Background: an optimization exercise with open tools, aiming at small area, a short achievable clock period and few clock cycles per item. Do not read the settings as production practice.
RTL that was checked went through simulation tests only; none was proved equivalent to the original.

// polyline_length_accumulator_core
module polyline_length_accumulator_core (
    input  logic        i_clk,
    input  logic        i_rst_n,
    input  logic        i_in_valid,
    output logic        o_in_stall,
    input  logic [15:0] i_in_x,
    input  logic [15:0] i_in_y,
    input  logic        i_in_last,
    output logic        o_out_valid,
    input  logic        i_out_stall,
    output logic [31:0] o_out_length,
    output logic [15:0] o_out_count
);
    logic        xfer;
    logic [16:0] root;
    logic        seg, last;
    pla_ctrl #(.M(3)) u_ctrl (
        .i_clk        (i_clk),
        .i_rst_n      (i_rst_n),
        .i_in_valid   (i_in_valid),
        .i_in_last    (i_in_last),
        .o_in_stall   (o_in_stall),
        .o_xfer       (xfer),
        .i_root       (root),
        .i_seg        (seg),
        .i_last       (last),
        .o_out_valid  (o_out_valid),
        .i_out_stall  (i_out_stall),
        .o_out_length (o_out_length),
        .o_out_count  (o_out_count)
    );
    pla_dp u_dp (
        .i_clk     (i_clk),
        .i_rst_n   (i_rst_n),
        .i_xfer    (xfer),
        .i_in_x    (i_in_x),
        .i_in_y    (i_in_y),
        .i_in_last (i_in_last),
        .o_root    (root),
        .o_seg     (seg),
  ...
export LEC_CHECK = 0
export ABC_AREA = 1
export CAP_MARGIN = 20
export CORE_MARGIN = 2
export CORE_UTILIZATION = 40
export CTS_BUF_LIST = sky130_fd_sc_hd__clkbuf_16
export CTS_CLUSTER_DIAMETER = 80
export CTS_CLUSTER_SIZE = 30
export SLEW_MARGIN = 20
create_clock -name core_clock -period 10.0 [get_ports {i_clk}]
standard.sh (not shown) runs the stock make flow with config.mk's settings and CLKGATE_MAP_FILE= SYNTH_SCRIPT=/design/flow/synth_recipe.tcl, a recipe that flattens the netlist after the stock synthesis.
==> flow/flow/run.sh <==
#!/bin/bash
# the standard layout (the standard.sh: unchanged synthesis, floorplan,
# placement, clock tree, routing) with two changes to how it is made:
# - every input and output port still gets its buffer, but a plain buf_2
#   instead of the delay-cell buffer that buffer_ports picks by itself
# - timing repair aims at a shorter period than the clock's: setup repair
#   keeps going until each path has the margin below, instead of stopping
#   once the 10 ns clock is met
bash standard.sh SETUP_SLACK_MARGIN=6.7 TNS_END_PERCENT=100 \
    "BUFFER_PORTS_ARGS=-buffer_cell sky130_fd_sc_hd__buf_2" finish > standard.log 2>&1
Testbench counts at the start, summed over its fixed seeds: cycles 7,066, points 6,831.
Then changed:
==> flow/flow/run.sh (replaced) <==
#!/bin/bash
# the standard layout (the standard.sh: unchanged synthesis, floorplan,
# placement, clock tree, routing), with its timing repair aimed at a shorter
# period than the clock's: setup repair keeps going until each path has the
# margin below, instead of stopping once the 10 ns clock is met
bash standard.sh SETUP_SLACK_MARGIN=6.8 TNS_END_PERCENT=100 finish > standard.log 2>&1
--- a/flow/config.mk
+++ b/flow/config.mk
@@ -11,5 +11,2 @@
 export CORE_UTILIZATION = 40
-export CTS_BUF_LIST = sky130_fd_sc_hd__clkbuf_16
-export CTS_CLUSTER_DIAMETER = 80
-export CTS_CLUSTER_SIZE = 30
 export SLEW_MARGIN = 20
Register-to-register slack is worse by 120 ps.
Wire length rose by 4.5%.
Utilization rose by 2.8 points.
Fmax fell by 3.4%.
Via count rose by 2.1%.
Non-clock buffer count rose by 56.
Then changed:
==> flow/flow/run.sh (replaced) <==
#!/bin/bash
# the standard layout (the standard.sh: unchanged synthesis, floorplan,
# placement, clock tree, routing) with two changes to how it is made:
# - every input and output port still gets its buffer, but a plain buf_2
#   instead of the delay-cell buffer that buffer_ports picks by itself
# - timing repair aims at a shorter period than the clock's: setup repair
#   keeps going until each path has the margin below, instead of stopping
#   once the 10 ns clock is met
bash standard.sh SETUP_SLACK_MARGIN=6.3 TNS_END_PERCENT=100 \
    "BUFFER_PORTS_ARGS=-buffer_cell sky130_fd_sc_hd__buf_2" finish > standard.log 2>&1
--- a/flow/config.mk
+++ b/flow/config.mk
@@ -11,2 +11,5 @@
 export CORE_UTILIZATION = 40
+export CTS_BUF_LIST = sky130_fd_sc_hd__clkbuf_16
+export CTS_CLUSTER_DIAMETER = 80
+export CTS_CLUSTER_SIZE = 30
 export SLEW_MARGIN = 20
Sequential cell count stays the same.
Setup slack loses 130 ps.
Synthesized area does not change.
Core utilization goes down by 5.8 points.
Die area stays the same.
Wire length goes down by 9.9%.
Fmax goes down by 3.6%.
Global-route usage goes down by 1.2 points.
Register-to-register slack loses 130 ps.

Another version of the RTL of polyline_length_accumulator_core (not shown whole).
For scale: about 4500 cells after synthesis, ~690 flip-flops, roughly 87 I/O pins, about 0.039 mm2 of cells after synthesis.
// polyline_length_accumulator_core
module polyline_length_accumulator_core (
    input  logic        i_clk,
    input  logic        i_rst_n,
    input  logic        i_in_valid,
    output logic        o_in_stall,
    input  logic [15:0] i_in_x,
    input  logic [15:0] i_in_y,
    input  logic        i_in_last,
    output logic        o_out_valid,
    input  logic        i_out_stall,
    output logic [31:0] o_out_length,
    output logic [15:0] o_out_count
);
Settings: LEC_CHECK=0, ABC_AREA=1, CAP_MARGIN=20, CORE_MARGIN=2, CORE_UTILIZATION=40, CTS_BUF_LIST=sky130_fd_sc_hd__clkbuf_16, CTS_CLUSTER_DIAMETER=60, CTS_CLUSTER_SIZE=25, SLEW_MARGIN=20; clock period 10.0 ns.
==> flow/flow/run.sh <==
#!/bin/bash
# the standard layout (the standard.sh: unchanged synthesis, floorplan,
# placement, clock tree, routing), with its timing repair aimed at a shorter
# period than the clock's: setup repair keeps going until each path has the
# margin below, instead of stopping once the 10 ns clock is met
bash standard.sh SETUP_SLACK_MARGIN=${MARGIN:-6.5} TNS_END_PERCENT=100 finish > standard.log 2>&1
The baseline passed the timing, design-rule and antenna checks.
Then changed:
Settings changed: CTS_BUF_LIST sky130_fd_sc_hd__clkbuf_16 to not set, CTS_CLUSTER_DIAMETER 60 to not set, CTS_CLUSTER_SIZE 25 to not set.
Clock-buffer cell count went up by 54.
Via count grows by 0.34%.
Setup slack is worse by 0.089 ns.
Register-to-register slack gets worse by 0.09 ns.
Sequential cell count is unchanged.
Then changed:
Settings changed: CTS_BUF_LIST set to sky130_fd_sc_hd__clkbuf_16, CTS_CLUSTER_DIAMETER set to 80, CTS_CLUSTER_SIZE set to 30.
Outcome: The new run finished clean. Global-route usage went down by 0.32 points. First-iteration DRC count went up by 9.5%. Flip-flop and latch count stays the same. Die area stays the same. Routed wire length is about the same.
Function was not checked in any run of this note: the RTL went through the layout flow alone.

static timing again, ports no longer ideal:
The results above use ideal ports. As a check the final layouts listed here were re-extracted and re-timed, cells and wires unchanged.
Step 1: set_driving_cell puts a clkbuf_16 on i_clk and a buf_2 on each other input, an assumption about the parent block.
Step 2 also shifts input and output timing later by t, the mid clock arrival at the registers, as if the neighbouring blocks saw the same clock.
a / b / c = ideal / step 1 / step 2; a / b = the first two.
run | shift t [ns] | setup WS [ns] | worst setup path at the end | pins driven straight from the clock port
the first run of note 1 | 0.657 | 6.689 / 6.689 / 6.213 | input to register | 1
the second run of note 1 | 0.681 | 6.571 / 6.571 / 6.175 | input to register | 1
the third run of note 1 | 0.649 | 6.445 / 6.445 / 5.812 | input to register | 1
the first run of note 2 | 0.675 | 6.516 / 6.516 / 5.942 | input to register | 1
the second run of note 2 | 0.686 | 6.428 / 6.428 / 5.979 | input to register | 1
the third run of note 2 | 0.655 | 6.441 / 6.441 / 5.983 | input to register | 1
After both steps setup and hold are still met in every run listed. For the third run of note 1, which loses most, drivers alone change the setup slack by 0.000 ns; drivers and shift together by -0.633 ns.
